Source: an optimization exercise on an open RTL-to-GDS flow (aim: small area). Production flows keep margins and buffers that such runs may drop. RTL that was checked went through simulation tests only; none was proved equivalent to the original. The RTL of runs 1 to 3 was laid out without a check of its function. Power figures rest on the tool's default switching activity, not on a simulated workload.

File: config.mk
export PLATFORM = sky130hd
export DESIGN_NAME = vector_sequencer
export DESIGN_NICKNAME = vector_sequencer
export VERILOG_FILES = /design/flow/design.v
export SDC_FILE = /design/flow/constraint.sdc
export NUM_CORES = 4
export LEC_CHECK = 0
export CAP_MARGIN = 20
export CORE_MARGIN = 2
export CORE_UTILIZATION = 70
export SLEW_MARGIN = 20
File: constraint.sdc
create_clock -name core_clock -period 5.0 [get_ports {clk_i}]
set_input_delay 1.0000 -clock core_clock [delete_from_list [all_inputs] [get_ports {clk_i}]]
set_output_delay 1.0000 -clock core_clock [all_outputs]
set_load 0.01 [all_outputs]
File: design.v
package seq_pkg;
  localparam int unsigned NrVInsn = 8;
  localparam int unsigned NrUnits = 4;
  localparam int unsigned NrHazardOps = 3;
endpackage
`timescale 1ns/1ns
import seq_pkg::*;
module vector_sequencer #(
  parameter int unsigned QueueDepth = 2
) (
  input  logic                                     clk_i,
  input  logic                                     rst_ni,
  input  logic [20:0]                              req_i,
  input  logic                                     req_valid_i,
  output logic                                     req_ready_o,
  output logic [25:0]                              pe_req_o,
  output logic                                     pe_req_valid_o,
  input  logic [3:0]                               pe_req_ready_i,
  input  logic [15:0]                              pe_done_i,
  output logic [191:0]                             hazard_tbl_o,
  output logic [191:0]                             write_hazard_tbl_o,
  output logic                                     idle_o
);
  localparam int unsigned N = NrVInsn;
  logic [2:0] op;
  logic [4:0] vd, vs1, vs2;
  logic       use_vd, use_vs1, use_vs2;
  assign op      = req_i[20:18];
  assign vd      = req_i[17:13];
  assign vs1     = req_i[12:8];
  assign vs2     = req_i[7:3];
  assign use_vd  = req_i[2];
  assign use_vs1 = req_i[1];
  assign use_vs2 = req_i[0];
  logic [N-1:0] run_q, alive_q, done_mask, new_oh, wr;
  logic [2:0]   next_id;
  logic         accept;
  always_comb begin
    done_mask = '0;
    for (int u = 0; u < NrUnits; u++) begin
      if (pe_done_i[4*u+3]) done_mask[pe_done_i[4*u +: 3]] = 1'b1;
    end
  end
  always_comb begin
    for (int i = 0; i < N; i++) begin
      new_oh[i] = !run_q[i];
      for (int k = 0; k < i; k++) if (!run_q[k]) new_oh[i] = 1'b0;
    end
  end
  always_comb begin
    next_id = '0;
    for (int i = N - 1; i >= 0; i--) begin
      if (!run_q[i]) next_id = i[2:0];
    end
  end
  assign wr = accept ? new_oh : '0;
  always_ff @(posedge clk_i or negedge rst_ni) begin
    if (!rst_ni) begin
      run_q   <= '0;
      alive_q <= '0;
    end else begin
      run_q   <= (run_q & ~done_mask) | wr;
      alive_q <= run_q;
    end
  end
  assign idle_o = ~|run_q;
  logic [1:0] unit;
  logic [NrUnits-1:0] room;
  always_comb begin
    case (op)
      3'd2, 3'd3: unit = 2'd1;
      3'd4:       unit = 2'd2;
      3'd5:       unit = 2'd3;
      default:    unit = 2'd0;
    endcase
  end
  for (genvar u = 0; u < NrUnits; u++) begin : gen_cnt
    logic [1:0] cnt_q;
    logic       inc, dec;
    assign inc = accept && (unit == u);
    assign dec = pe_done_i[4*u+3];
    always_ff @(posedge clk_i or negedge rst_ni) begin
      if (!rst_ni) begin
        cnt_q <= '0;
      end else if (inc && !dec) begin
        cnt_q <= cnt_q + 1'b1;
      end else if (dec && !inc) begin
        cnt_q <= cnt_q - 1'b1;
      end
    end
    assign room[u] = (cnt_q < 2'(QueueDepth));
  end
  logic        hold_q;
  logic [23:0] pe_q;    
  logic [1:0]  pe_unit;
  assign req_ready_o = !hold_q && !(&run_q) && room[unit];
  assign accept      = req_valid_i && req_ready_o;
  always_ff @(posedge clk_i or negedge rst_ni) begin
    if (!rst_ni) begin
      hold_q <= 1'b0;
    end else if (accept) begin
      hold_q <= 1'b1;
    end else if (hold_q && pe_req_ready_i[pe_unit]) begin
      hold_q <= 1'b0;
    end
  end
  always_ff @(posedge clk_i) begin
    if (accept) pe_q <= {next_id, req_i};
  end
  always_comb begin
    case (pe_q[20:18])
      3'd2, 3'd3: pe_unit = 2'd1;
      3'd4:       pe_unit = 2'd2;
      3'd5:       pe_unit = 2'd3;
      default:    pe_unit = 2'd0;
    endcase
  end
  assign pe_req_o       = {pe_q[23:21], pe_unit, pe_q[20:0]};
  assign pe_req_valid_o = hold_q;
  logic [4:0] f_vd [N], f_vs1 [N], f_vs2 [N];
  logic [N-1:0] f_uvd, f_uvs1, f_uvs2;
  always_ff @(posedge clk_i) begin
    for (int j = 0; j < N; j++) begin
      if (pe_q[23:21] == j) begin
        f_vd[j]   <= pe_q[17:13];
        f_vs1[j]  <= pe_q[12:8];
        f_vs2[j]  <= pe_q[7:3];
        f_uvd[j]  <= pe_q[2];
        f_uvs1[j] <= pe_q[1];
        f_uvs2[j] <= pe_q[0];
      end
    end
  end
  logic [4:0] nb [N];
  always_comb begin
    for (int j = 0; j < N; j++) begin
      logic rd2;
      rd2      = f_uvs2[j] && (f_vs2[j] == vd);
      nb[j][0] = use_vs1 && f_uvd[j] && (f_vd[j] == vs1);
      nb[j][1] = use_vs2 && f_uvd[j] && (f_vd[j] == vs2);
      nb[j][2] = use_vd && f_uvd[j] && (f_vd[j] == vd);
      nb[j][3] = use_vd && f_uvs1[j] && (f_vs1[j] == vd) && !rd2;
      nb[j][4] = use_vd && rd2;
    end
  end
  logic [4:0] nm [N];
  always_comb begin
    for (int j = 0; j < N; j++) nm[j] = nb[j] & {5{run_q[j]}};
  end
  for (genvar a = 0; a < N; a++) begin : gen_row
    for (genvar b = 0; b < N; b++) begin : gen_col
      if (a < b) begin : gen_pair
        logic [4:0] sn_q;       
        logic       own_a_q;    
        always_ff @(posedge clk_i) begin
          if (wr[a] || wr[b]) begin
            sn_q    <= ~(nm[a] | nm[b]);
            own_a_q <= wr[a];
          end
        end
        logic show_ab, show_ba;
        assign show_ab = own_a_q && alive_q[b];
        assign show_ba = !own_a_q && alive_q[a];
        assign hazard_tbl_o[a*24 + b*3 +: 3]       = ~sn_q[2:0] & {3{show_ab}};
        assign write_hazard_tbl_o[a*24 + b*3 +: 3] = ~{sn_q[2], sn_q[4:3]} & {3{show_ab}};
        assign hazard_tbl_o[b*24 + a*3 +: 3]       = ~sn_q[2:0] & {3{show_ba}};
        assign write_hazard_tbl_o[b*24 + a*3 +: 3] = ~{sn_q[2], sn_q[4:3]} & {3{show_ba}};
      end else if (a == b) begin : gen_diag
        assign hazard_tbl_o[a*24 + a*3 +: 3]       = '0;
        assign write_hazard_tbl_o[a*24 + a*3 +: 3] = '0;
      end
    end
  end
endmodule
File: flow/run.sh
#!/bin/bash
# The standard layout (standard.sh) with three changes:
#  - synthesis maps logic with an area-oriented ABC script (flow/abc_area_deep.script) in place
#    of ORFS's abc_speed.script; everything else in synthesis is unchanged, so the registers
#    are the standard synthesis's
#  - port buffers use the smallest buffer, sky130_fd_sc_hd__buf_1
#  - CTS uses clkbuf_8 with smaller sink clusters and inserts no dummy clock loads
set -euo pipefail
HERE=$(pwd)
rm -rf "$HERE/scripts_abc"
cp -r "$FLOW_HOME/scripts" "$HERE/scripts_abc"
cp "$HERE/flow/abc_area_deep.script" "$HERE/scripts_abc/abc_speed.script"
export BUFFER_PORTS_ARGS="-buffer_cell sky130_fd_sc_hd__buf_1"
export CTS_ARGS="-sink_clustering_enable -repair_clock_nets -dont_use_dummy_load -sink_clustering_size 16 -sink_clustering_max_diameter 50 -buf_list sky130_fd_sc_hd__clkbuf_8"
bash standard.sh SCRIPTS_DIR="$HERE/scripts_abc" finish > standard.log 2>&1
File: flow/abc_area_deep.script
&get -n
&st
&deepsyn -T 30
&dch -f
&nf -R 1000 -p -F 8 -A 4
&put
File: standard.sh
#!/bin/bash
# synth_recipe.tcl (not shown) runs the flow's synth.tcl, then flattens the netlist and writes it again
# the make line also repeats each setting of config.mk as NAME=value (left out here)
make -C /OpenROAD-flow-scripts/flow DESIGN_CONFIG=/design/flow/config.mk WORK_HOME=/design/flow/orfs CLKGATE_MAP_FILE= SYNTH_SCRIPT=/design/flow/synth_recipe.tcl "${@:-finish}"
==> results.py, run 1 <==
metrics = {
    "status": {
        "status": "complete, no violations",
    },
    "floorplan": {
        "core_mm2": 0.0236,
        "dieArea_mm2": 0.0255,
        "num_io_pins": 457,
        "start_util": 0.719,
        "die_w_um": 160,
        "rows": 56,
        "die_height_um": 160,
    },
    "clocking": {
        "numCtsBuffers": 34,
        "insertion_delay_ps": 560,
        "cts_buffer_depth": 3,
        "clock-sinks": 361,
        "clk_pin_slew_worst_paths_ps": 100,
        "h-tree-depth": 2,
        "cts_tree": "yes",
        "clock_tree.root_cell": "clkbuf_8",
        "hold_buffers": 0,
        "post_cts_buffers": 0,
        "ctsResizeCount": 0,
    },
    "synth": {
        "avgSynthCellArea_um2": 11.4,
        "synth_edf_count": 336,
        "async_flop_share": 0.0693,
        "netlist_area_mm2": 0.0170,
        "yosysSeqAreaShare": 0.631,
        "yosysTopAreaCell": "edfxtp_1",
        "synth.top_cell.area_share": 0.594,
        "synth_seq_cells": 361,
        "post_synth_num_cell_types": 46,
        "synth_area_leaders": "edfxtp_1, nor2_1, buf_4",
        "yosys_warnings": 6,
        "synth_cells": 1486,
        "ys.flop_type": "edfxtp_1",
    },
    "critical_path": {
        "cpMostUsedCell": "nand2_1",
        "reg2regPathDepth": 8,
        "start_kind": "flip-flop",
        "cpMaxStageDelayCell": "dfrtp_1",
        "crit_family": "simple AND/OR/NAND/NOR gates",
        "critPathCapture": "gen_row[2].gen_col[7].gen_pair.sn_q[1]",
        "startpoint": "run_q[3]",
        "reg2reg_slack_ps": 990,
        "critPathRequiredTime_ps": 5190,
        "crit_chain": "nand4_1, o22ai_1, a2111oi_0, nand2_1, or2_0, nor2_1, nand2_1, nand2_1",
        "cpPeakStageDelay_ps": 630,
        "crit_fanout": 13,
        "r2r-start": "run_q[3]",
        "path_depth": 8,
        "crit_type": "flip-flop to flip-flop",
        "cp_data_arrival_time_ps": 4200,
        "r2r-end": "gen_row[2].gen_col[7].gen_pair.sn_q[1]",
        "critPathBufInv": 0,
        "end_kind": "flip-flop",
    },
    "timing": {
        "fin_crit_sh": 0.801,
        "fmax_mhz": 250,
        "max_slew_margin": 0.326,
        "layout_min_cycle_time_ps": 4010,
        "hold_viol_final": 0,
        "rsz0062_at_grt": "false",
        "tns_ps": 0,
        "worst_slack_ps": 995,
        "setup_viol": 0,
        "worst_slew_pin_slew_ps": 1010,
        "slew_violations": 0,
        "fin_skew_ps": 66.1,
        "whs_ps": 429,
    },
    "routing": {
        "drt_first_pass_iters": 8,
        "post_drt_wl_per_cell_um": 29.0,
        "routed_wirelength_um": 64800,
        "route.vias.total": 14809,
        "drt_iter0_markers": 2660,
        "antenna_left": 0,
        "drc_errors": 0,
        "viasPerCell": 6.63,
    },
    "run": {
        "max-cap-violations": 0,
    },
    "layout": {
        "num_antenna_cells": 0,
        "fillerInstances": 1398,
        "regArea_mm2": 0.0107,
        "mostFrequentLayoutCell": "nor2_1",
        "nets": 1979,
        "multiInputGateArea_mm2": 0.00559,
        "final_cell_mix": "nor2_1, buf_1, edfxtp_1, nand2_1, xnor2_1",
        "syn2layout_area_growth_pct": 13.2,
        "drive_above_1_share": 0.0491,
    },
    "hold_path": {
        "min_path_type": "input pin to asynchronous set/reset pin",
    },
    "global_route": {
        "grt_pass1_vias": 13935,
        "grt_first_pass_wirelength_um": 91500,
        "grt_usage": 0.501,
        "overflow": 0,
        "grt_start_max_net_pins": 26,
        "antenna_found_initial": 2,
    },
    "place": {
        "port_buffers": 408,
        "place_ws_ps": 773,
        "place_congestion": 1.10,
        "hpwlAfterDp_um": 47400,
    },
    "power": {
        "powerDensity_mw_per_mm2": 350,
        "irDropWorstVdd_mv": 0.339,
        "p_leak_uw": 0.00643,
    },
}
stage by stage:
step | utilization | instance area, um^2 | power [uW] | std cells
after detailed placement | 0.793 | 18700 | 5180 | 2201
final | 0.814 | 19200 | 6720 | 2235
after floorplan | - | 17200 | 4670 | 1533
after global placement | 0.793 | 18700 | 5130 | 2201
after global routing | 0.814 | 19200 | 6870 | 2235
after CTS | 0.813 | 19200 | 6630 | 2235
cell families after synthesis:
| logic type | after synthesis | synth area share |
|---|---|---|
| AND/OR/NAND/NOR | 674 | 0.169 |
| flip-flops | 361 | 0.631 |
| XOR/XNOR | 140 | 0.0722 |
| AO/OA/AOI/OAI | 142 | 0.0581 |
| other | 1 | 0.000221 |
| multiplexers | 1 | 0.000590 |
| adder cells (fa/ha/maj) | 17 | 0.0125 |
| buffers and inverters | 150 | 0.0562 |
power breakdown:
group	switching, uW	internal (uW)	total (uW)
clock network	919	610	1530
registers	381	3730	4110
logic	759	316	1070
registers in the layout (all words and copies together), names as in the netlist, 24 cells and up:
register,flops
f_vd,40
f_vs1,40
f_vs2,40
gen_row.gen_col.gen_pair.own_a_q,28
gen_row.gen_col.gen_pair.sn_q,140
pe_q,24
worst min path at each step:
stage / from / end / slack [ps] / cells past startpoint
after global placement: gen_cnt[0].cnt_q[1] / gen_cnt[0].cnt_q[1] / 460 / 1
final: rst_ni / alive_q[6] / 430 / 2
after CTS: rst_ni / alive_q[6] / 430 / 2
after floorplan: gen_cnt[0].cnt_q[1] / gen_cnt[0].cnt_q[1] / 430 / 1
after global routing: rst_ni / alive_q[6] / 470 / 2
after detailed placement: gen_cnt[0].cnt_q[1] / gen_cnt[0].cnt_q[1] / 460 / 1
synthesized netlist by cell type (3+ instances only):
cell type  count
a22oi_1        4
o2111ai_1     16
nor3b_1        7
ha_1          17
nor4_1        16
nand4_1       17
or2_0          3
o22ai_1       14
o211ai_1       4
edfxtp_1     336
xnor2_1       83
dfrtp_1       25
nor4b_1        3
buf_4        104
and3_1        13
nand2_1       91
nor2b_1        5
o2bb2ai_1      3
clkinv_1      46
or3_1          5
nor2_1       439
nor3_1        14
a21oi_1       28
o221ai_1       5
a211oi_1       3
nand2b_1      33
a2111oi_0      9
a222oi_1       3
a221oi_1       9
nand3_1       22
o21ai_0       27
a32oi_1        3
xor2_1        57
area by class of cell:
| type | count | area share |
|---|---|---|
| Clock buffer | 34 | 0.0244 |
| Inverter | 46 | 0.00899 |
| Multi-Input combinational cell | 1022 | 0.291 |
| Sequential cell | 361 | 0.558 |
| Tap cell | 319 | 0.0208 |
| Timing Repair Buffer | 453 | 0.0973 |
layer usage:
layer  vias up  track usage  share of wire
met2      1629        0.744           0.43
met1      6882        0.651           0.32
met3       383        0.165           0.17
met5         -            0              0
li1       5915            -              -
met4         0        0.295          0.079
==> run 2: changes to the inputs <==
--- a/config.mk
+++ b/config.mk
@@ -10,2 +10,2 @@
 export CORE_UTILIZATION = 70
-export SLEW_MARGIN = 20
+export SLEW_MARGIN = 10
==> run 2 against run 1 <==
Net effect: non-clock buffer count rose by 1; maximum frequency rose by 1.4%; sequential cell count did not move; hold slack got worse by 1.6 ps; power barely moved; clock-buffer cell count did not move; final cell count barely moved; combinational power barely moved; synthesized cell count did not move.
==> results.py, run 2 <==
metrics = {
    "timing": {
        "slew_violations": 0,
        "setup_viol": 0,
        "hold_viol_final": 0,
        "max_slew_margin": 0.319,
        "layout_min_cycle_time_ps": 3950,
        "fmax_mhz": 253,
        "fin_skew_ps": 67.6,
        "fin_crit_sh": 0.790,
        "worst_slew_pin_slew_ps": 1020,
        "rsz0062_at_grt": "false",
        "tns_ps": 0,
    },
    "power": {
        "intPower_uw": 4660,
        "powerDensity_mw_per_mm2": 350,
        "p_seq_frac": 0.612,
        "p_sw_uw": 2060,
        "p_leak_uw": 0.00643,
        "irDropWorstVdd_mv": 0.340,
        "power.clock.fraction": 0.227,
        "swShare": 0.306,
        "totalPowerFinal_uw": 6720,
        "p_comb_frac": 0.160,
    },
    "clocking": {
        "ctsResizeCount": 0,
        "post_cts_buffers": 0,
        "h-tree-depth": 2,
        "hold_buffers": 0,
        "clock-sinks": 361,
        "clk_pin_slew_worst_paths_ps": 100,
        "insertion_delay_ps": 570,
        "clock_tree.root_cell": "clkbuf_8",
        "cts_buffer_depth": 3,
        "cts_tree": "yes",
        "numCtsBuffers": 34,
    },
    "global_route": {
        "grt_pass1_vias": 13935,
        "grt_start_max_net_pins": 26,
        "antenna_found_initial": 2,
        "overflow": 0,
        "grt_usage": 0.501,
        "grt_first_pass_wirelength_um": 91500,
    },
    "floorplan": {
        "dieArea_mm2": 0.0255,
        "start_util": 0.719,
        "rows": 56,
        "num_io_pins": 457,
        "die_height_um": 160,
        "core_mm2": 0.0236,
        "die_w_um": 160,
    },
    "critical_path": {
        "critPathCapture": "gen_row[2].gen_col[7].gen_pair.sn_q[1]",
        "startpoint": "run_q[3]",
        "cpPeakStageDelay_ps": 650,
        "cpMostUsedCell": "nand2_1",
        "crit_fanout": 13,
        "critPathRequiredTime_ps": 5190,
        "reg2regPathDepth": 8,
        "cp_data_arrival_time_ps": 4140,
        "reg2reg_slack_ps": 1050,
        "r2r-end": "gen_row[2].gen_col[7].gen_pair.sn_q[1]",
        "crit_chain": "nand4_1, o22ai_1, a2111oi_0, nand2_1, or2_0, nor2_1, nand2_1, nand2_1",
        "start_kind": "flip-flop",
        "crit_type": "flip-flop to flip-flop",
        "r2r-start": "run_q[3]",
        "cpMaxStageDelayCell": "dfrtp_1",
        "end_kind": "flip-flop",
    },
    "synth": {
        "synth_edf_count": 336,
        "synth_area_leaders": "edfxtp_1, nor2_1, buf_4",
        "avgSynthCellArea_um2": 11.4,
        "synth.top_cell.area_share": 0.594,
        "ys.flop_type": "edfxtp_1",
        "synth_seq_cells": 361,
        "yosysTopAreaCell": "edfxtp_1",
        "netlist_area_mm2": 0.0170,
        "async_flop_share": 0.0693,
        "synthTopCellsByCount": "nor2_1, edfxtp_1, buf_4, nand2_1, xnor2_1",
        "yosys_warnings": 6,
        "synth_cells": 1486,
        "post_synth_num_cell_types": 46,
        "synth.most_common_cell": "nor2_1",
        "yosysSeqAreaShare": 0.631,
    },
    "layout": {
        "postLayoutCoreUtil": 0.814,
        "nets": 1980,
        "mostFrequentLayoutCell": "nor2_1",
        "multiInputGateArea_mm2": 0.00558,
        "drive_above_1_share": 0.0496,
        "regMostFlops": "gen_row.gen_col.gen_pair.sn_q",
        "largest_reg_flops": 140,
        "final_cell_mix": "nor2_1, buf_1, edfxtp_1, nand2_1, xnor2_1",
        "syn2layout_area_growth_pct": 13.2,
        "regArea_mm2": 0.0107,
        "fillerInstances": 1398,
    },
    "hold_path": {
        "min_path_type": "input pin to asynchronous set/reset pin",
    },
    "place": {
        "hpwlAfterDp_um": 47400,
        "place_congestion": 1.10,
        "port_buffers": 408,
    },
    "routing": {
        "route.vias.total": 14887,
        "drt_iter0_markers": 2567,
        "post_drt_wl_per_cell_um": 28.9,
        "antenna_left": 0,
        "viasPerCell": 6.65,
        "drc_errors": 0,
        "drt_first_pass_iters": 9,
        "routed_wirelength_um": 64700,
    },
    "run": {
        "max-cap-violations": 0,
    },
    "status": {
        "status": "complete, no violations",
    },
}
run 2: worst min path at each step:
stage	from	end	slack, ps	cells after the start
floorplan	gen_cnt[0].cnt_q[1]	gen_cnt[0].cnt_q[1]	430	1
global placement	gen_cnt[0].cnt_q[1]	gen_cnt[0].cnt_q[1]	460	1
detailed placement	gen_cnt[0].cnt_q[1]	gen_cnt[0].cnt_q[1]	460	1
CTS	rst_ni	alive_q[6]	430	2
global route	rst_ni	alive_q[6]	470	2
finish	rst_ni	alive_q[1]	430	2
run 2: area by class of cell:
| class | count | share of cell area |
|---|---|---|
| well taps | 319 | 0.0208 |
| multi-input cells | 1022 | 0.290 |
| inverters | 46 | 0.00899 |
| clock buffers | 34 | 0.0244 |
| flip-flops and latches | 361 | 0.558 |
| diodes | 1 | 0.000130 |
| repair buffers | 454 | 0.0976 |
run 2: critical path: cells and delay by family, from the launching register on:
family             cells  cell delay (ps)
AOI/OAI and AO/OA      2              580
DFF                    1              650
and+or+nand+nor        6             2330
run 2: logic make-up after synthesis:
family | share of synthesized area
adders and majority gates | 0.0125
AOI/OAI and AO/OA | 0.0581
DFF | 0.631
buffers and inverters | 0.0562
and+or+nand+nor | 0.169
muxes | 0.000590
xor gates and xnor gates | 0.0722
other | 0.000221
run 2: routing by layer:
metal | track usage | wire length [um] | part of all wire
met5 | 0 | 0 | 0
met1 | 0.651 | 20400 | 0.32
met3 | 0.165 | 11100 | 0.17
met2 | 0.744 | 28100 | 0.43
met4 | 0.295 | 5120 | 0.079
run 2: through the flow:
| step | worst slack [ps] | hold WS, ps | instances | instance area [um^2] |
|---|---|---|---|---|
| floorplan | 1050 | 434 | 1533 | 17200 |
| global placement | 959 | 456 | 2201 | 18700 |
| detailed placement | 773 | 457 | 2201 | 18700 |
| CTS | 1190 | 428 | 2235 | 19200 |
| global route | 981 | 471 | 2236 | 19200 |
| finish | 1050 | 427 | 2237 | 19200 |
run 2: power groups by stage:
stage	combinational [uW]	clock, uW	sequential (uW)
after floorplan	658	0	4010
after global placement	990	0	4140
after detailed placement	1030	0	4150
after CTS	1040	1500	4090
after global routing	1140	1600	4130
final	1080	1530	4110
==> run 3: changes to the inputs <==
--- a/flow/run.sh
+++ b/flow/run.sh
@@ -12,4 +12,5 @@
 cp "$HERE/flow/abc_area_deep.script" "$HERE/scripts_abc/abc_speed.script"
+export REMOVE_ABC_BUFFERS=1
 export BUFFER_PORTS_ARGS="-buffer_cell sky130_fd_sc_hd__buf_1"
-export CTS_ARGS="-sink_clustering_enable -repair_clock_nets -dont_use_dummy_load -sink_clustering_size 16 -sink_clustering_max_diameter 50 -buf_list sky130_fd_sc_hd__clkbuf_8"
+export CTS_ARGS="-sink_clustering_enable -repair_clock_nets -dont_use_dummy_load -sink_clustering_size 9 -sink_clustering_max_diameter 35 -buf_list sky130_fd_sc_hd__clkbuf_4 -root_buf sky130_fd_sc_hd__clkbuf_8"
 bash standard.sh SCRIPTS_DIR="$HERE/scripts_abc" finish > standard.log 2>&1
--- a/config.mk
+++ b/config.mk
@@ -10,2 +10,3 @@
 export CORE_UTILIZATION = 70
-export SLEW_MARGIN = 10
+export GPL_TIMING_DRIVEN = 0
+export SLEW_MARGIN = 20
==> run 3 against run 2 <==
Net effect: first-iteration DRC count is 7.8% higher; global-route usage down 1.3 points; design area fell by 0.44%; power is 1.2% lower; combinational power barely moved; still clean on timing, DRC and antenna; synthesized area unchanged; sequential cell count did not move; synthesized cell count unchanged; final cell count grew 0.13%; utilization down 0.35 points; maximum frequency is 16% lower; register-to-register slack lost 730 ps.
==> results.py, run 3 <==
metrics = {
    "synth": {
        "synth_compound_area_frac": 0.0581,
        "async_flop_share": 0.0693,
        "synth.top_cell.area_share": 0.594,
        "synth_top_family_by_area": "simple AND/OR/NAND/NOR gates",
        "synth_seq_cells": 361,
        "ys.flop_type": "edfxtp_1",
        "yosysSeqAreaShare": 0.631,
        "yosys.area_share.simple": 0.169,
        "synth_edf_count": 336,
        "avgSynthCellArea_um2": 11.4,
        "synth_xor_area_frac": 0.0722,
        "yosys_warnings": 6,
        "synth_area_leaders": "edfxtp_1, nor2_1, buf_4",
        "synthTopCellsByCount": "nor2_1, edfxtp_1, buf_4, nand2_1, xnor2_1",
        "synth.most_common_cell": "nor2_1",
        "yosysTopAreaCell": "edfxtp_1",
        "post_synth_num_cell_types": 46,
        "synth.area.mux_share": 0.000590,
        "netlist_area_mm2": 0.0170,
        "synth_cells": 1486,
        "synth_fa_ha_area_frac": 0.0125,
    },
    "layout": {
        "drive_above_1_share": 0.0620,
        "stdcell_count": 2240,
        "nets": 1982,
        "fillerInstances": 1332,
        "postLayoutCoreUtil": 0.810,
        "syn2layout_area_growth_pct": 12.7,
        "final_cell_mix": "nor2_1, buf_1, edfxtp_1, nand2_1, xnor2_1",
        "mostFrequentLayoutCell": "nor2_1",
        "regMostFlops": "gen_row.gen_col.gen_pair.sn_q",
        "largest_reg_flops": 140,
    },
    "timing": {
        "whs_ps": 420,
        "max_slew_margin": 0.204,
        "worst_slack_ps": 320,
        "tns_ps": 0,
        "worst_slew_pin_slew_ps": 1190,
        "slew_violations": 0,
        "hold_viol_final": 0,
        "layout_min_cycle_time_ps": 4680,
        "fin_crit_sh": 0.936,
        "rsz0062_at_grt": "false",
        "setup_viol": 0,
        "fin_skew_ps": 86.7,
        "fmax_mhz": 214,
    },
    "run": {
        "max-cap-violations": 0,
    },
    "clocking": {
        "clock-sinks": 361,
        "h-tree-depth": 2,
        "clk_pin_slew_worst_paths_ps": 90,
        "insertion_delay_ps": 580,
        "post_cts_buffers": 0,
        "cts_buffer_depth": 3,
        "numCtsBuffers": 51,
        "hold_buffers": 0,
        "clock_tree.root_cell": "clkbuf_8",
        "ctsResizeCount": 0,
        "cts_tree": "yes",
    },
    "place": {
        "hpwlAfterDp_um": 47300,
        "place_congestion": 1.03,
        "port_buffers": 408,
        "place_ws_ps": 414,
        "dp.cells": 2187,
    },
    "routing": {
        "route.vias.total": 14948,
        "top_layer": "met5",
        "routed_wirelength_um": 63400,
        "wl_met2_um": 27700,
        "viasPerCell": 6.67,
        "post_drt_wl_per_cell_um": 28.3,
        "drt_first_pass_iters": 9,
        "wl_met1_um": 20400,
        "route.met3.wl_um": 10900,
        "antenna_left": 0,
        "drt_iter0_markers": 2767,
        "drc_errors": 0,
    },
    "hold_path": {
        "min_path_type": "input pin to asynchronous set/reset pin",
    },
    "power": {
        "powerDensity_mw_per_mm2": 347,
        "irDropWorstVdd_mv": 0.318,
        "p_leak_uw": 0.00639,
    },
    "global_route": {
        "antenna_found_initial": 3,
        "grt_first_pass_wirelength_um": 90200,
        "grt_pass1_vias": 14064,
        "grt_start_max_net_pins": 27,
        "grt_usage": 0.488,
        "overflow": 0,
    },
    "critical_path": {
        "crit_fanout": 26,
        "r2r-start": "run_q[1]",
        "end_kind": "flip-flop",
        "crit_type": "flip-flop to flip-flop",
        "cp_data_arrival_time_ps": 4820,
        "critPathRequiredTime_ps": 5140,
        "startpoint": "run_q[1]",
        "start_kind": "flip-flop",
    },
    "floorplan": {
        "core_mm2": 0.0236,
        "start_util": 0.719,
        "dieArea_mm2": 0.0255,
        "die_height_um": 160,
        "die_w_um": 160,
        "rows": 56,
        "num_io_pins": 457,
    },
    "status": {
        "status": "complete, no violations",
    },
}
==> run 3: cell count changes in the layout (fill, tap and decap cells not counted), sizes merged <==
cell,previous run,this run
diode,1,2
clkbuf,34,51
buf,454,439
==> run 3: kinds of logic after synthesis <==
group / after synthesis
AOI/OAI and AO/OA: 142
other: 1
muxes: 1
xor gates and xnor gates: 140
adders and majority gates: 17
buffers and inverters: 150
DFF: 361
and+or+nand+nor: 674
==> run 3: final cells by class <==
cell class	count	area (um^2)	share of cell area
sequential	361	10700	0.560
multi-input combinational	1022	5670	0.296
timing repair buffer	439	1750	0.0917
clock buffer	51	414	0.0217
tap	319	399	0.0209
inverter	46	173	0.00903
antenna	2	5.00	0.000262
==> run 3: worst paths after layout <==
path	to	slack [ps]	depth (start not counted)
setup / recovery	gen_row[0].gen_col[3].gen_pair.own_a_q	320	8
hold / removal	gen_cnt[2].cnt_q[1]	420	1
setup reg to reg	gen_row[0].gen_col[3].gen_pair.own_a_q	320	8
hold reg to reg	gen_cnt[0].cnt_q[1]	470	1
max in group asynchronous	run_q[2]	4130	1
min in group core_clock	gen_cnt[0].cnt_q[1]	470	1
==> run 3: critical path, stage by stage, from the launching register on <==
cell       delay, ps
dfrtp_1          770
nand4_1          350
o22ai_1          310
a2111oi_0        120
nand2_1          390
clkinv_1         930
nand4_1          410
or2_0            550
nand2_1          410
==> run 3: report_power, final <==
| part | total [uW] | switching (uW) | leakage [uW] | internal [uW] |
|---|---|---|---|---|
| combinational | 1060 | 751 | 0.00285 | 307 |
| sequential | 4120 | 386 | 0.00329 | 3730 |
| clock | 1460 | 939 | 0.000248 | 517 |
| total | 6630 | 2080 | 0.00639 | 4560 |
==> run 3: per-stage QoR <==
step / cell area (um^2) / power [uW]
2_1_floorplan: 16400 / 4630
3_3_place_gp: 18300 / 5050
3_5_place_dp: 18700 / 5160
4_1_cts: 19100 / 6540
5_1_grt: 19100 / 6800
6_report: 19100 / 6630
==> run 3: routing by layer <==
metal  up-vias  track usage
met5         -            0
met4         8        0.247
met3       408        0.182
met2      1663        0.730
met1      6928        0.631
li1       5941            -
==> run 4: changes to the inputs <==
--- a/design.v
+++ b/design.v
@@ -123,9 +123,9 @@
     for (int j = 0; j < N; j++) begin
-      if (pe_q[23:21] == j) begin
-        f_vd[j]   <= pe_q[17:13];
-        f_vs1[j]  <= pe_q[12:8];
-        f_vs2[j]  <= pe_q[7:3];
-        f_uvd[j]  <= pe_q[2];
-        f_uvs1[j] <= pe_q[1];
-        f_uvs2[j] <= pe_q[0];
+      if (!run_q[j]) begin
+        f_vd[j]   <= vd;
+        f_vs1[j]  <= vs1;
+        f_vs2[j]  <= vs2;
+        f_uvd[j]  <= use_vd;
+        f_uvs1[j] <= use_vs1;
+        f_uvs2[j] <= use_vs2;
       end
==> run 4 against run 3 <==
Net effect: still clean on timing, DRC and antenna; synthesized cell count grew 1.0%; critical path depth shrank 1; clock skew shrank 14 ps; non-clock buffer count shrank 6; synthesized area shrank 0.35%; die area shrank 0.34%; largest cell class unchanged; highest routed layer unchanged.
==> results.py, run 4 <==
metrics = {
    "critical_path": {
        "r2r-start": "run_q[2]",
        "crit_chain": "buf_2, clkinv_1, a222oi_1, nand2_1, or3_1, nor2_1, nor2_1",
        "end_kind": "flip-flop",
        "cpMostUsedCell": "nor2_1",
        "startpoint": "req_i[15]",
        "critPathRequiredTime_ps": 5270,
        "crit_fanout": 26,
        "cp_data_arrival_time_ps": 4910,
        "critPathBufInv": 2,
        "cpPeakStageDelay_ps": 1060,
        "cpMaxStageDelayCell": "clkinv_1",
        "crit_type": "input pin to flip-flop",
        "start_kind": "input pin",
        "crit_family": "buffers and inverters",
    },
    "synth": {
        "ys.flop_type": "edfxtp_1",
        "synth_edf_count": 336,
        "yosysSeqAreaShare": 0.633,
        "post_synth_num_cell_types": 46,
        "netlist_area_mm2": 0.0169,
        "yosysTopAreaCell": "edfxtp_1",
        "synthTopCellsByCount": "nor2_1, edfxtp_1, buf_4, nand2_1, clkinv_1",
        "avgSynthCellArea_um2": 11.3,
        "async_flop_share": 0.0693,
        "synth.top_cell.area_share": 0.596,
        "synth_seq_cells": 361,
        "synth.most_common_cell": "nor2_1",
        "synth_cells": 1501,
        "yosys_warnings": 6,
        "synth_area_leaders": "edfxtp_1, nor2_1, buf_4",
    },
    "power": {
        "irDropWorstVdd_mv": 0.349,
        "powerDensity_mw_per_mm2": 341,
        "power.clock.fraction": 0.226,
        "p_seq_frac": 0.611,
        "p_sw_uw": 1990,
        "p_comb_frac": 0.162,
        "intPower_uw": 4490,
        "p_leak_uw": 0.00631,
        "swShare": 0.307,
    },
    "global_route": {
        "overflow": 0,
        "grt_start_max_net_pins": 28,
        "grt_usage": 0.489,
        "grt_pass1_vias": 13805,
        "grt_first_pass_wirelength_um": 88800,
        "antenna_found_initial": 9,
    },
    "place": {
        "place_ws_ps": 116,
        "port_buffers": 408,
        "hpwlAfterDp_um": 46700,
        "place_congestion": 1.01,
        "postPlaceCellArea_mm2": 0.0186,
    },
    "clocking": {
        "post_cts_buffers": 0,
        "ctsResizeCount": 0,
        "hold_buffers": 0,
        "numCtsBuffers": 51,
        "clk_pin_slew_worst_paths_ps": 100,
        "clock-sinks": 361,
        "cts_tree": "yes",
        "insertion_delay_ps": 580,
        "cts_buffer_depth": 3,
        "h-tree-depth": 2,
        "clock_tree.root_cell": "clkbuf_8",
    },
    "floorplan": {
        "core_mm2": 0.0236,
        "dieArea_mm2": 0.0254,
        "num_io_pins": 457,
        "rows": 56,
        "start_util": 0.716,
        "die_w_um": 159,
        "die_height_um": 159,
    },
    "layout": {
        "nets": 1992,
        "regArea_mm2": 0.0107,
        "final_cell_area_mm2": 0.0190,
        "regMostFlops": "gen_row.gen_col.gen_pair.sn_q",
        "drive_above_1_share": 0.0628,
        "multiInputGateArea_mm2": 0.00550,
        "mostFrequentLayoutCell": "nor2_1",
        "fillerInstances": 1416,
        "final_cell_mix": "nor2_1, buf_1, edfxtp_1, nand2_1, clkinv_1",
        "largest_reg_flops": 140,
        "syn2layout_area_growth_pct": 12.5,
    },
    "routing": {
        "route.vias.total": 15141,
        "routed_wirelength_um": 64000,
        "viasPerCell": 6.72,
        "antenna_left": 0,
        "drc_errors": 0,
        "drt_iter0_markers": 2476,
        "drt_first_pass_iters": 6,
        "post_drt_wl_per_cell_um": 28.4,
    },
    "run": {
        "max-cap-violations": 0,
    },
    "timing": {
        "fin_crit_sh": 0.929,
        "worst_slack_ps": 356,
        "setup_viol": 0,
        "layout_min_cycle_time_ps": 4640,
        "hold_viol_final": 0,
        "tns_ps": 0,
        "rsz0062_at_grt": "false",
        "fmax_mhz": 215,
        "worst_slew_pin_slew_ps": 1210,
        "max_slew_margin": 0.188,
        "fin_skew_ps": 73.1,
        "slew_violations": 0,
    },
    "hold_path": {
        "min_path_type": "input pin to asynchronous set/reset pin",
    },
    "status": {
        "status": "complete, no violations",
    },
}
## run 4: cell count changes after synthesis, sizes merged, moves of 8 or more
cell    delta
xnor2     -44
clkinv    +26
o22ai     +13
nand2     +11
a221oi    +10
o221ai     +8
## run 4: path summary, 6_finish.rpt
check	endpoint	slack, ps	cells past startpoint
hold reg to reg	gen_cnt[1].cnt_q[1]	490	1
min in group core_clock	gen_cnt[1].cnt_q[1]	490	1
hold / removal	alive_q[0]	450	1
max in group asynchronous	run_q[2]	4070	1
setup reg to reg	run_q[0]	480	8
setup / recovery	gen_row[1].gen_col[6].gen_pair.sn_q[4]	360	7
## run 4: logic make-up (layout without fill, tap and decap cells)
logic type               Yosys count  after routing  synth area share
adder cells (fa/ha/maj)           18             18            0.0133
flip-flops                       361            361             0.633
AND/OR/NAND/NOR                  675            675             0.167
other                              1             53          0.000222
buffers and inverters            176            556            0.0621
XOR/XNOR                          90             90            0.0466
AO/OA/AOI/OAI                    180            180            0.0769
## run 4: metal layers
layer  GRT usage  routed length, um
met5           0                181
met4       0.235               3960
met3       0.246              12700
met2       0.719              27500
met1       0.607              19600
## run 4: cell type report
class / count / share of cell area
flip-flops and latches: 361 / 0.563
multi-input cells: 1011 / 0.289
repair buffers: 433 / 0.0902
clock buffers: 51 / 0.0218
well taps: 319 / 0.0210
inverters: 72 / 0.0142
diodes: 5 / 0.000658
## run 4: metrics by stage
stage               power [uW]   util  hold WS [ps]  instances
floorplan                 4530      -           442       1444
global placement          4910  0.773           458       2171
detailed placement        5010  0.787           472       2196
CTS                       6380  0.805           457       2247
global route              6630  0.805           472       2247
finish                    6480  0.806           446       2252
## run 4: power by group through the flow
stage          sequential, uW  combinational (uW)  clock (uW)
6_report                 3960                1050        1470
5_1_grt                  3990                1110        1540
2_1_floorplan            3930                 602           0
3_3_place_gp             3980                 935           0
4_1_cts                  3940                1010        1420
3_5_place_dp             4010                1010           0
==> run 5: changes to the inputs <==
--- a/flow/run.sh
+++ b/flow/run.sh
@@ -14,3 +14,3 @@
 export BUFFER_PORTS_ARGS="-buffer_cell sky130_fd_sc_hd__buf_1"
-export CTS_ARGS="-sink_clustering_enable -repair_clock_nets -dont_use_dummy_load -sink_clustering_size 9 -sink_clustering_max_diameter 35 -buf_list sky130_fd_sc_hd__clkbuf_4 -root_buf sky130_fd_sc_hd__clkbuf_8"
+export CTS_ARGS="-sink_clustering_enable -repair_clock_nets -dont_use_dummy_load -sink_clustering_size 20 -sink_clustering_max_diameter 45 -buf_list sky130_fd_sc_hd__clkbuf_8"
 bash standard.sh SCRIPTS_DIR="$HERE/scripts_abc" finish > standard.log 2>&1
==> run 5 against run 4 <==
Net effect: power up 1.6%; via count down 1.2%; sequential power about the same; clock-buffer cell count down 16; hold slack better by 5.1 ps; register-to-register slack about the same; sequential share of layout area down 0.19 points; first-iteration DRC count up 7.5%; global-route usage up 0.45 points; critical path depth up 1; die area unchanged; highest routed layer unchanged.
==> results.py, run 5 <==
metrics = {
    "status": {
        "status": "complete, no violations",
    },
    "routing": {
        "drt_iter0_markers": 2661,
        "route.vias.total": 14965,
        "antenna_left": 0,
        "routed_wirelength_um": 64200,
        "viasPerCell": 6.70,
        "drt_first_pass_iters": 8,
        "drc_errors": 0,
        "post_drt_wl_per_cell_um": 28.8,
    },
    "floorplan": {
        "start_util": 0.716,
        "die_w_um": 159,
        "dieArea_mm2": 0.0254,
        "core_mm2": 0.0236,
        "rows": 56,
        "num_io_pins": 457,
        "die_height_um": 159,
    },
    "synth": {
        "yosysTopAreaCell": "edfxtp_1",
        "synth_seq_cells": 361,
        "ys.flop_type": "edfxtp_1",
        "async_flop_share": 0.0693,
        "synth.top_cell.area_share": 0.596,
        "synthTopCellsByCount": "nor2_1, edfxtp_1, buf_4, nand2_1, clkinv_1",
        "avgSynthCellArea_um2": 11.3,
        "synth.most_common_cell": "nor2_1",
        "synth_area_leaders": "edfxtp_1, nor2_1, buf_4",
        "post_synth_num_cell_types": 46,
        "synth_edf_count": 336,
        "yosys_warnings": 6,
        "netlist_area_mm2": 0.0169,
        "yosysSeqAreaShare": 0.633,
        "synth_cells": 1501,
    },
    "clocking": {
        "insertion_delay_ps": 600,
        "post_cts_buffers": 0,
        "ctsResizeCount": 0,
        "h-tree-depth": 2,
        "hold_buffers": 0,
        "clk_pin_slew_worst_paths_ps": 100,
        "clock_tree.root_cell": "clkbuf_8",
        "cts_tree": "yes",
        "numCtsBuffers": 35,
        "clock-sinks": 361,
        "cts_buffer_depth": 3,
    },
    "critical_path": {
        "critPathRequiredTime_ps": 5420,
        "reg2reg_slack_ps": 490,
        "crit_fanout": 25,
        "start_kind": "flip-flop",
        "end_kind": "flip-flop",
        "cp_data_arrival_time_ps": 4930,
        "r2r-end": "run_q[0]",
        "crit_type": "flip-flop to flip-flop",
        "r2r-start": "run_q[2]",
        "reg2regPathDepth": 8,
    },
    "power": {
        "irDropWorstVdd_mv": 0.335,
        "p_leak_uw": 0.00632,
        "powerDensity_mw_per_mm2": 345,
    },
    "layout": {
        "multiInputGateArea_mm2": 0.00550,
        "fillerInstances": 1402,
        "stdcell_count": 2234,
        "final_cell_mix": "nor2_1, buf_1, edfxtp_1, nand2_1, clkinv_1",
        "postLayoutCoreUtil": 0.809,
        "nets": 1976,
        "mostFrequentLayoutCell": "nor2_1",
        "regMostFlops": "gen_row.gen_col.gen_pair.sn_q",
        "largest_reg_flops": 140,
        "drive_above_1_share": 0.0554,
        "regArea_mm2": 0.0107,
        "syn2layout_area_growth_pct": 12.9,
    },
    "timing": {
        "slew_violations": 0,
        "worst_slew_pin_slew_ps": 1240,
        "whs_ps": 451,
        "fin_skew_ps": 90.5,
        "hold_viol_final": 0,
        "layout_min_cycle_time_ps": 4510,
        "rsz0062_at_grt": "false",
        "fmax_mhz": 222,
        "setup_viol": 0,
        "fin_crit_sh": 0.901,
        "max_slew_margin": 0.174,
    },
    "hold_path": {
        "min_path_type": "input pin to asynchronous set/reset pin",
    },
    "place": {
        "place_congestion": 1.01,
        "port_buffers": 408,
        "hpwlAfterDp_um": 46700,
        "dp.cells": 2196,
    },
    "global_route": {
        "overflow": 0,
        "grt_usage": 0.493,
        "grt_pass1_vias": 13680,
        "grt_first_pass_wirelength_um": 89200,
        "antenna_found_initial": 8,
        "grt_start_max_net_pins": 28,
    },
    "run": {
        "max-cap-violations": 0,
    },
}
-- run 5: cell counts after synthesis --
Identical to the previous run, type by type.
-- run 5: area by class of cell --
| type | count | share of cell area |
|---|---|---|
| clock buffer | 35 | 0.0252 |
| tap | 319 | 0.0209 |
| multi-input combinational | 1011 | 0.288 |
| antenna | 3 | 0.000393 |
| sequential | 361 | 0.561 |
| inverter | 72 | 0.0142 |
| timing repair buffer | 433 | 0.0899 |
-- run 5: critical path, cell delays in order (launching register included) --
cell and delay (ps):
dfrtp_1 820, nand4_1 340, nor3_1 410, nor3_1 130
nand2_1 400, clkinv_1 850, nand2_1 670, clkinv_1 450
a41o_1 330
-- run 5: metal layers --
| metal | wire, um | up-vias | part of all wire | track usage |
|---|---|---|---|---|
| li1 | - | 6024 | - | - |
| met1 | 19800 | 6985 | 0.31 | 0.625 |
| met2 | 27500 | 1622 | 0.43 | 0.711 |
| met3 | 12500 | 320 | 0.20 | 0.235 |
| met4 | 4200 | 14 | 0.065 | 0.259 |
| met5 | 196 | - | 0.0031 | 0 |
-- run 5: through the flow --
step | area [um^2] | total power, uW | setup WS [ps] | setup TNS (ps)
2_1_floorplan | 16300 | 4530 | 1420 | 0
6_report | 19100 | 6590 | 494 | 0
3_3_place_gp | 18200 | 4910 | -1560 | -78370
4_1_cts | 19100 | 6490 | 678 | 0
3_5_place_dp | 18600 | 5010 | 116 | 0
5_1_grt | 19100 | 6730 | 378 | 0
-- run 5: where the power goes --
part / switching [uW] / internal (uW)
Combinational: 767 / 287
Sequential: 272 / 3690
Clock: 947 / 627
Total: 1990 / 4600
-- run 5: worst max-delay path by stage --
stage / start / endpoint / slack (ps) / cells after the start
after global routing: run_q[2] / run_q[0] / 380 / 8
after floorplan: req_i[19] / gen_row[3].gen_col[4].gen_pair.own_a_q / 1420 / 9
final: run_q[2] / run_q[0] / 490 / 8
after CTS: req_i[15] / gen_row[1].gen_col[6].gen_pair.sn_q[4] / 680 / 7
after global placement: req_i[14] / gen_row[1].gen_col[2].gen_pair.sn_q[2] / -1560 / 6
after detailed placement: req_i[15] / gen_row[1].gen_col[6].gen_pair.sn_q[4] / 120 / 7
-- run 5: cells by family after synthesis --
logic type,after synthesis,synth area share
AO/OA/AOI/OAI,180,0.0769
XOR/XNOR,90,0.0466
adder cells (fa/ha/maj),18,0.0133
buffers and inverters,176,0.0621
flip-flops,361,0.633
other,1,0.000222
AND/OR/NAND/NOR,675,0.167
==> run 6: changes to the inputs <==
==> flow/run.sh (replaced) <==
#!/bin/bash
# The standard layout (standard.sh) with these changes:
#  - synthesis maps logic with an area-oriented ABC script (flow/abc_area_deep.script) in place
#    of ORFS's abc_speed.script; everything else in synthesis is unchanged, so the registers
#    are the standard synthesis's
#  - port buffers use the smallest buffer, sky130_fd_sc_hd__buf_1
#  - CTS uses clkbuf_4 sink buffers (clkbuf_8 at the root) with small sink clusters and
#    inserts no dummy clock loads
set -euo pipefail
HERE=$(pwd)
rm -rf "$HERE/scripts_abc"
cp -r "$FLOW_HOME/scripts" "$HERE/scripts_abc"
cp "$HERE/flow/abc_area_deep.script" "$HERE/scripts_abc/abc_speed.script"
export REMOVE_ABC_BUFFERS=1
export BUFFER_PORTS_ARGS="-buffer_cell sky130_fd_sc_hd__buf_1"
export CTS_ARGS="-sink_clustering_enable -repair_clock_nets -dont_use_dummy_load -sink_clustering_size 9 -sink_clustering_max_diameter 35 -buf_list sky130_fd_sc_hd__clkbuf_4 -root_buf sky130_fd_sc_hd__clkbuf_8"
bash standard.sh SCRIPTS_DIR="$HERE/scripts_abc" finish > standard.log 2>&1
==> flow/abc_area_deep.script (replaced) <==
&get -n
&st
&deepsyn -T 30
&dch -f
&nf -R 50 -p -F 8 -A 4
&put
==> run 6 against run 5 <==
Net effect: critical path type unchanged; setup slack got worse by 240 ps; global-route usage grew 1.9 points; still clean on timing, DRC and antenna; critical path depth fell by 1.
==> results.py, run 6 <==
metrics = {
    "status": {
        "status": "complete, no violations",
    },
    "routing": {
        "antenna_left": 0,
        "drt_iter0_markers": 2821,
        "viasPerCell": 6.65,
        "drt_first_pass_iters": 7,
        "post_drt_wl_per_cell_um": 29.6,
        "routed_wirelength_um": 66600,
        "route.vias.total": 14953,
        "drc_errors": 0,
    },
    "timing": {
        "worst_slew_pin_slew_ps": 1250,
        "max_slew_margin": 0.165,
        "slew_violations": 0,
        "layout_min_cycle_time_ps": 4750,
        "hold_viol_final": 0,
        "setup_viol": 0,
        "fin_skew_ps": 74.6,
        "rsz0062_at_grt": "false",
        "fin_crit_sh": 0.950,
        "fmax_mhz": 211,
    },
    "critical_path": {
        "cpPeakStageDelay_ps": 960,
        "cpMaxStageDelayCell": "nor3_1",
        "crit_type": "flip-flop to flip-flop",
        "cpMostUsedCell": "nand2_1",
        "critPathRequiredTime_ps": 5170,
        "critPathBufInv": 0,
        "reg2reg_slack_ps": 250,
        "crit_family": "simple AND/OR/NAND/NOR gates",
        "r2r-start": "run_q[1]",
        "crit_chain": "nand4_1, o32ai_1, a2111oi_0, nand2_1, nor3_1, nand2_1, nand2_1",
        "startpoint": "run_q[1]",
        "crit_fanout": 12,
        "start_kind": "flip-flop",
        "end_kind": "flip-flop",
        "cp_data_arrival_time_ps": 4920,
    },
    "synth": {
        "post_synth_num_cell_types": 46,
        "async_flop_share": 0.0693,
        "synth_area_leaders": "edfxtp_1, nor2_1, buf_4",
        "synth_cells": 1495,
        "synth_edf_count": 336,
        "yosys_warnings": 6,
        "synthTopCellsByCount": "nor2_1, edfxtp_1, buf_4, nand2_1, clkinv_1",
        "synth.most_common_cell": "nor2_1",
        "yosysTopAreaCell": "edfxtp_1",
        "synth.top_cell.area_share": 0.596,
        "ys.flop_type": "edfxtp_1",
        "synth_seq_cells": 361,
        "netlist_area_mm2": 0.0169,
        "yosysSeqAreaShare": 0.633,
        "avgSynthCellArea_um2": 11.3,
    },
    "layout": {
        "num_antenna_cells": 0,
        "drive_above_1_share": 0.0653,
        "syn2layout_area_growth_pct": 12.8,
        "regMostFlops": "gen_row.gen_col.gen_pair.sn_q",
        "mostFrequentLayoutCell": "nor2_1",
        "final_cell_area_mm2": 0.0191,
        "largest_reg_flops": 140,
        "fillerInstances": 1349,
        "final_cell_mix": "nor2_1, buf_1, edfxtp_1, nand2_1, clkinv_1",
        "nets": 1994,
    },
    "clocking": {
        "ctsResizeCount": 0,
        "post_cts_buffers": 0,
        "clock_tree.root_cell": "clkbuf_8",
        "h-tree-depth": 2,
        "insertion_delay_ps": 600,
        "cts_buffer_depth": 3,
        "clk_pin_slew_worst_paths_ps": 100,
        "hold_buffers": 0,
        "clock-sinks": 361,
        "numCtsBuffers": 53,
        "cts_tree": "yes",
    },
    "power": {
        "irDropWorstVdd_mv": 0.369,
        "totalPowerFinal_uw": 6740,
        "powerDensity_mw_per_mm2": 353,
        "p_leak_uw": 0.00646,
    },
    "place": {
        "place_congestion": 1.11,
        "port_buffers": 408,
        "postPlaceCellArea_mm2": 0.0187,
        "hpwlAfterDp_um": 48700,
    },
    "floorplan": {
        "die_w_um": 160,
        "rows": 56,
        "die_height_um": 160,
        "dieArea_mm2": 0.0254,
        "core_mm2": 0.0236,
        "start_util": 0.717,
        "num_io_pins": 457,
    },
    "run": {
        "max-cap-violations": 0,
    },
    "global_route": {
        "grt_first_pass_wirelength_um": 93300,
        "antenna_found_initial": 4,
        "grt_pass1_vias": 13890,
        "overflow": 0,
        "grt_usage": 0.513,
        "grt_start_max_net_pins": 33,
    },
    "hold_path": {
        "min_path_type": "input pin to asynchronous set/reset pin",
    },
}
==> run 6: cell type report <==
class | count | area [um^2] | share of cell area
flip-flops and latches | 361 | 10700 | 0.561
inverters | 65 | 244 | 0.0128
clock buffers | 53 | 429 | 0.0225
repair buffers | 439 | 1770 | 0.0925
multi-input cells | 1012 | 5540 | 0.290
well taps | 319 | 399 | 0.0209
==> run 6: per-layer routing <==
layer	track usage	share of wire
met4	0.337	0.090
met1	0.628	0.31
met5	0	0.00051
met2	0.765	0.43
met3	0.196	0.17
==> run 6: metrics by stage <==
stage | util | setup TNS, ps | hold slack (ps) | cells | setup slack [ps]
after global placement | 0.773 | -105170 | 451 | 2165 | -2570
after floorplan | - | 0 | 434 | 1438 | 995
final | 0.809 | 0 | 453 | 2249 | 252
after global routing | 0.809 | 0 | 486 | 2249 | 242
after detailed placement | 0.791 | 0 | 451 | 2196 | 138
after CTS | 0.809 | 0 | 458 | 2249 | 516
==> run 6: worst paths after layout <==
kind	to	cells after the start
worst max-delay path	gen_row[4].gen_col[7].gen_pair.sn_q[0]	7
worst min-delay path	run_q[1]	1
worst max register to register	gen_row[4].gen_col[7].gen_pair.sn_q[0]	7
worst min register to register	gen_cnt[0].cnt_q[1]	1
max in group asynchronous	hold_q	1
min in group core_clock	gen_cnt[0].cnt_q[1]	1
==> run 6: cells by family (layout without fill, tap and decap cells) <==
| family | after synthesis | after routing | synth area share |
|---|---|---|---|
| xor+xnor | 108 | 108 | 0.0559 |
| simple gates | 668 | 668 | 0.165 |
| buf+inv | 169 | 557 | 0.0605 |
| fa+ha+maj | 18 | 18 | 0.0133 |
| compound gates | 170 | 170 | 0.0723 |
| other cells | 1 | 48 | 0.000221 |
| flops | 361 | 361 | 0.633 |
==> run 6: report_power, final <==
part / switching (uW) / total, uW / leakage, uW / internal [uW]
clock: 962 / 1500 / 0.000257 / 535
combinational: 867 / 1190 / 0.00279 / 321
sequential: 317 / 4060 / 0.00342 / 3740
==> run 7: changes to the inputs <==
--- a/design.v
+++ b/design.v
@@ -38,5 +38,7 @@
   always_comb begin
-    done_mask = '0;
-    for (int u = 0; u < NrUnits; u++) begin
-      if (pe_done_i[4*u+3]) done_mask[pe_done_i[4*u +: 3]] = 1'b1;
+    for (int j = 0; j < N; j++) begin
+      done_mask[j] = 1'b0;
+      for (int u = 0; u < NrUnits; u++) begin
+        if (pe_done_i[4*u+3] && pe_done_i[4*u +: 3] == j) done_mask[j] = 1'b1;
+      end
     end
@@ -77,4 +79,4 @@
   for (genvar u = 0; u < NrUnits; u++) begin : gen_cnt
-    logic [1:0] cnt_q;
-    logic       inc, dec;
+    logic c1_q, c2_q;
+    logic inc, dec;
     assign inc = accept && (unit == u);
@@ -83,10 +85,13 @@
       if (!rst_ni) begin
-        cnt_q <= '0;
+        c1_q <= 1'b0;
+        c2_q <= 1'b0;
       end else if (inc && !dec) begin
-        cnt_q <= cnt_q + 1'b1;
+        c1_q <= 1'b1;
+        c2_q <= c1_q;
       end else if (dec && !inc) begin
-        cnt_q <= cnt_q - 1'b1;
+        c1_q <= c2_q;
+        c2_q <= 1'b0;
       end
     end
-    assign room[u] = (cnt_q < 2'(QueueDepth));
+    assign room[u] = !c2_q;
   end
==> flow/abc_area_deep.script (replaced) <==
&get -n
&st
&deepsyn -T 30
&dch -f
&nf -R 1000 -p -F 8 -A 4
&put
==> run 7 against run 6 <==
Net effect: maximum frequency rose by 5.3%; global-route usage shrank 2.5 points; register-to-register slack improved by 240 ps; highest routed layer unchanged.
==> results.py, run 7 <==
metrics = {
    "routing": {
        "drt_first_pass_iters": 7,
        "route.vias.total": 14634,
        "drc_errors": 0,
        "antenna_left": 0,
        "viasPerCell": 6.58,
        "routed_wirelength_um": 61600,
        "post_drt_wl_per_cell_um": 27.7,
        "drt_iter0_markers": 2293,
    },
    "global_route": {
        "grt_start_max_net_pins": 29,
        "grt_first_pass_wirelength_um": 84500,
        "overflow": 0,
        "grt_usage": 0.488,
        "antenna_found_initial": 1,
        "grt_pass1_vias": 13287,
    },
    "layout": {
        "stdcell_count": 2223,
        "syn2layout_area_growth_pct": 12.9,
        "fillerInstances": 1501,
        "multiInputGateArea_mm2": 0.00526,
        "largest_reg_flops": 140,
        "num_antenna_cells": 0,
        "mostFrequentLayoutCell": "nor2_1",
        "final_cell_area_mm2": 0.0188,
        "nets": 1954,
        "final_cell_mix": "nor2_1, buf_1, edfxtp_1, nand2_1, clkinv_1",
        "drive_above_1_share": 0.0646,
        "regArea_mm2": 0.0107,
        "postLayoutCoreUtil": 0.803,
        "regMostFlops": "gen_row.gen_col.gen_pair.sn_q",
    },
    "clocking": {
        "hold_buffers": 0,
        "post_cts_buffers": 0,
        "insertion_delay_ps": 590,
        "clock-sinks": 361,
        "cts_tree": "yes",
        "numCtsBuffers": 52,
        "clock_tree.root_cell": "clkbuf_8",
        "ctsResizeCount": 0,
        "h-tree-depth": 2,
        "cts_buffer_depth": 3,
        "clk_pin_slew_worst_paths_ps": 100,
    },
    "critical_path": {
        "cpMostUsedCell": "nand2_1",
        "end_kind": "flip-flop",
        "cpPeakStageDelay_ps": 680,
        "start_kind": "flip-flop",
        "cp_data_arrival_time_ps": 4730,
        "cpMaxStageDelayCell": "a2111oi_0",
        "critPathRequiredTime_ps": 5220,
        "reg2reg_slack_ps": 490,
        "crit_fanout": 15,
        "crit_chain": "nand4_1, o22ai_1, a2111oi_0, nand2_1, or2_0, nor2_1, nand2_1, nand2_1",
        "reg2regPathDepth": 8,
        "crit_type": "flip-flop to flip-flop",
    },
    "power": {
        "powerDensity_mw_per_mm2": 352,
        "p_leak_uw": 0.00646,
        "irDropWorstVdd_mv": 0.333,
    },
    "synth": {
        "synth.most_common_cell": "nor2_1",
        "synth_top_family_by_area": "simple AND/OR/NAND/NOR gates",
        "synth_area_leaders": "edfxtp_1, nor2_1, buf_4",
        "synth_edf_count": 336,
        "ys.flop_type": "edfxtp_1",
        "synth_seq_cells": 361,
        "synth.area.mux_share": 0.000602,
        "netlist_area_mm2": 0.0166,
        "synth_compound_area_frac": 0.0842,
        "yosysSeqAreaShare": 0.644,
        "avgSynthCellArea_um2": 11.3,
        "synthTopCellsByCount": "nor2_1, edfxtp_1, buf_4, nand2_1, clkinv_1",
        "synth_xor_area_frac": 0.0347,
        "synth_cells": 1474,
        "synth_fa_ha_area_frac": 0.00301,
        "synth.top_cell.area_share": 0.606,
        "async_flop_share": 0.0693,
        "post_synth_num_cell_types": 51,
        "yosys_warnings": 6,
        "yosysTopAreaCell": "edfxtp_1",
        "yosys.area_share.simple": 0.172,
    },
    "timing": {
        "whs_ps": 418,
        "worst_slew_pin_slew_ps": 1210,
        "fmax_mhz": 222,
        "fin_skew_ps": 57.1,
        "layout_min_cycle_time_ps": 4510,
        "fin_crit_sh": 0.902,
        "setup_viol": 0,
        "tns_ps": 0,
        "max_slew_margin": 0.194,
        "slew_violations": 0,
        "rsz0062_at_grt": "false",
        "hold_viol_final": 0,
    },
    "floorplan": {
        "rows": 56,
        "die_w_um": 158,
        "core_mm2": 0.0234,
        "dieArea_mm2": 0.0250,
        "start_util": 0.711,
        "die_height_um": 158,
        "num_io_pins": 457,
    },
    "place": {
        "port_buffers": 408,
        "place_congestion": 0.969,
        "postPlaceCellArea_mm2": 0.0184,
        "dp.cells": 2171,
        "hpwlAfterDp_um": 44800,
    },
    "run": {
        "max-cap-violations": 0,
    },
    "status": {
        "status": "complete, no violations",
    },
    "hold_path": {
        "min_path_type": "input pin to asynchronous set/reset pin",
    },
}
run 7: changes by cell type after synthesis, moves of 8 or more:
cell	previous run	this run
xnor2_1	62	32
o21ai_0	24	39
ha_1	18	4
nand3_1	27	13
xor2_1	46	34
nor3_1	20	11
nor4_1	14	23
a221oi_1	14	22
run 7: path summary, 6_finish.rpt:
kind	start	endpoint
worst min-delay path	rst_ni	alive_q[3]
worst max register to register	run_q[2]	gen_row[5].gen_col[7].gen_pair.sn_q[4]
worst min register to register	gen_cnt[1].c1_q	gen_cnt[1].c1_q
min in group core_clock	gen_cnt[1].c1_q	gen_cnt[1].c1_q
max in group asynchronous	rst_ni	gen_cnt[0].c2_q
worst max-delay path	run_q[2]	gen_row[5].gen_col[7].gen_pair.sn_q[4]
run 7: cell families after synthesis:
logic type | Yosys count
other | 1
multiplexers | 1
adder cells (fa/ha/maj) | 4
AND/OR/NAND/NOR | 677
flip-flops | 361
AO/OA/AOI/OAI | 197
buffers and inverters | 167
XOR/XNOR | 66
run 7: routing by layer:
layer	share of wire	vias to the layer above	track usage	wire, um
met3	0.18	310	0.233	11400
met5	0.0011	-	0.0186	68
met1	0.32	6841	0.612	19500
met4	0.068	4	0.268	4190
li1	-	6003	-	-
met2	0.43	1476	0.700	26400
run 7: stage by stage:
stage / total power, uW / setup slack [ps]
2_1_floorplan: 4610 / 1090
3_3_place_gp: 5050 / -3000
3_5_place_dp: 5140 / 177
4_1_cts: 6540 / 771
5_1_grt: 6800 / 392
6_report: 6620 / 491
run 7: final cells by class:
type / count / area share
sequential: 361 / 0.570
multi-input combinational: 993 / 0.280
timing repair buffer: 435 / 0.0934
clock buffer: 52 / 0.0224
tap: 319 / 0.0212
inverter: 63 / 0.0126
run 7: report_power, final:
group	switching [uW]	internal [uW]	total, uW	leakage [uW]
Combinational	830	290	1120	0.00268
Sequential	290	3720	4010	0.00353
Clock	956	526	1480	0.000252
run 7: critical path, delay by kind of cell (launching register included):
family          cells  cell delay, ps
flops               1             650
compound gates      2             810
simple gates        6            2690

re-timing with driven ports:
How much do the figures lean on ideal ports? The routed layouts below were timed once more, with nothing changed but the port constraints.
Step 1, drivers: a clkbuf_16 drives clk_i and a buf_2 each remaining input, both assumed.
Step 2, shift: input delay + t, output delay - t, t = (earliest + latest rising clock arrival at the registers) / 2. This alone moves slack from input paths to output paths.
Three values: ideal ports, drivers, drivers and shift; two values: the first two.
run	shift t [ns]	setup WS [ns]	pins driven straight from the clock port
run 1	0.574	0.995 / 0.995 / 0.575	1
run 2	0.574	1.050 / 1.050 / 0.628	1
run 3	0.579	0.320 / 0.320 / 0.261	1
run 4	0.591	0.356 / 0.376 / -0.215	1
run 5	0.608	0.494 / 0.494 / 0.013	1
run 6	0.611	0.252 / 0.252 / -0.127	1
run 7	0.607	0.491 / 0.491 / -0.011	1
Met with ideal ports but missed after step 2: setup timing in run 4, run 6 and run 7. For run 4, which loses most, drivers alone change the setup slack by +0.020 ns; drivers and shift together by -0.571 ns.
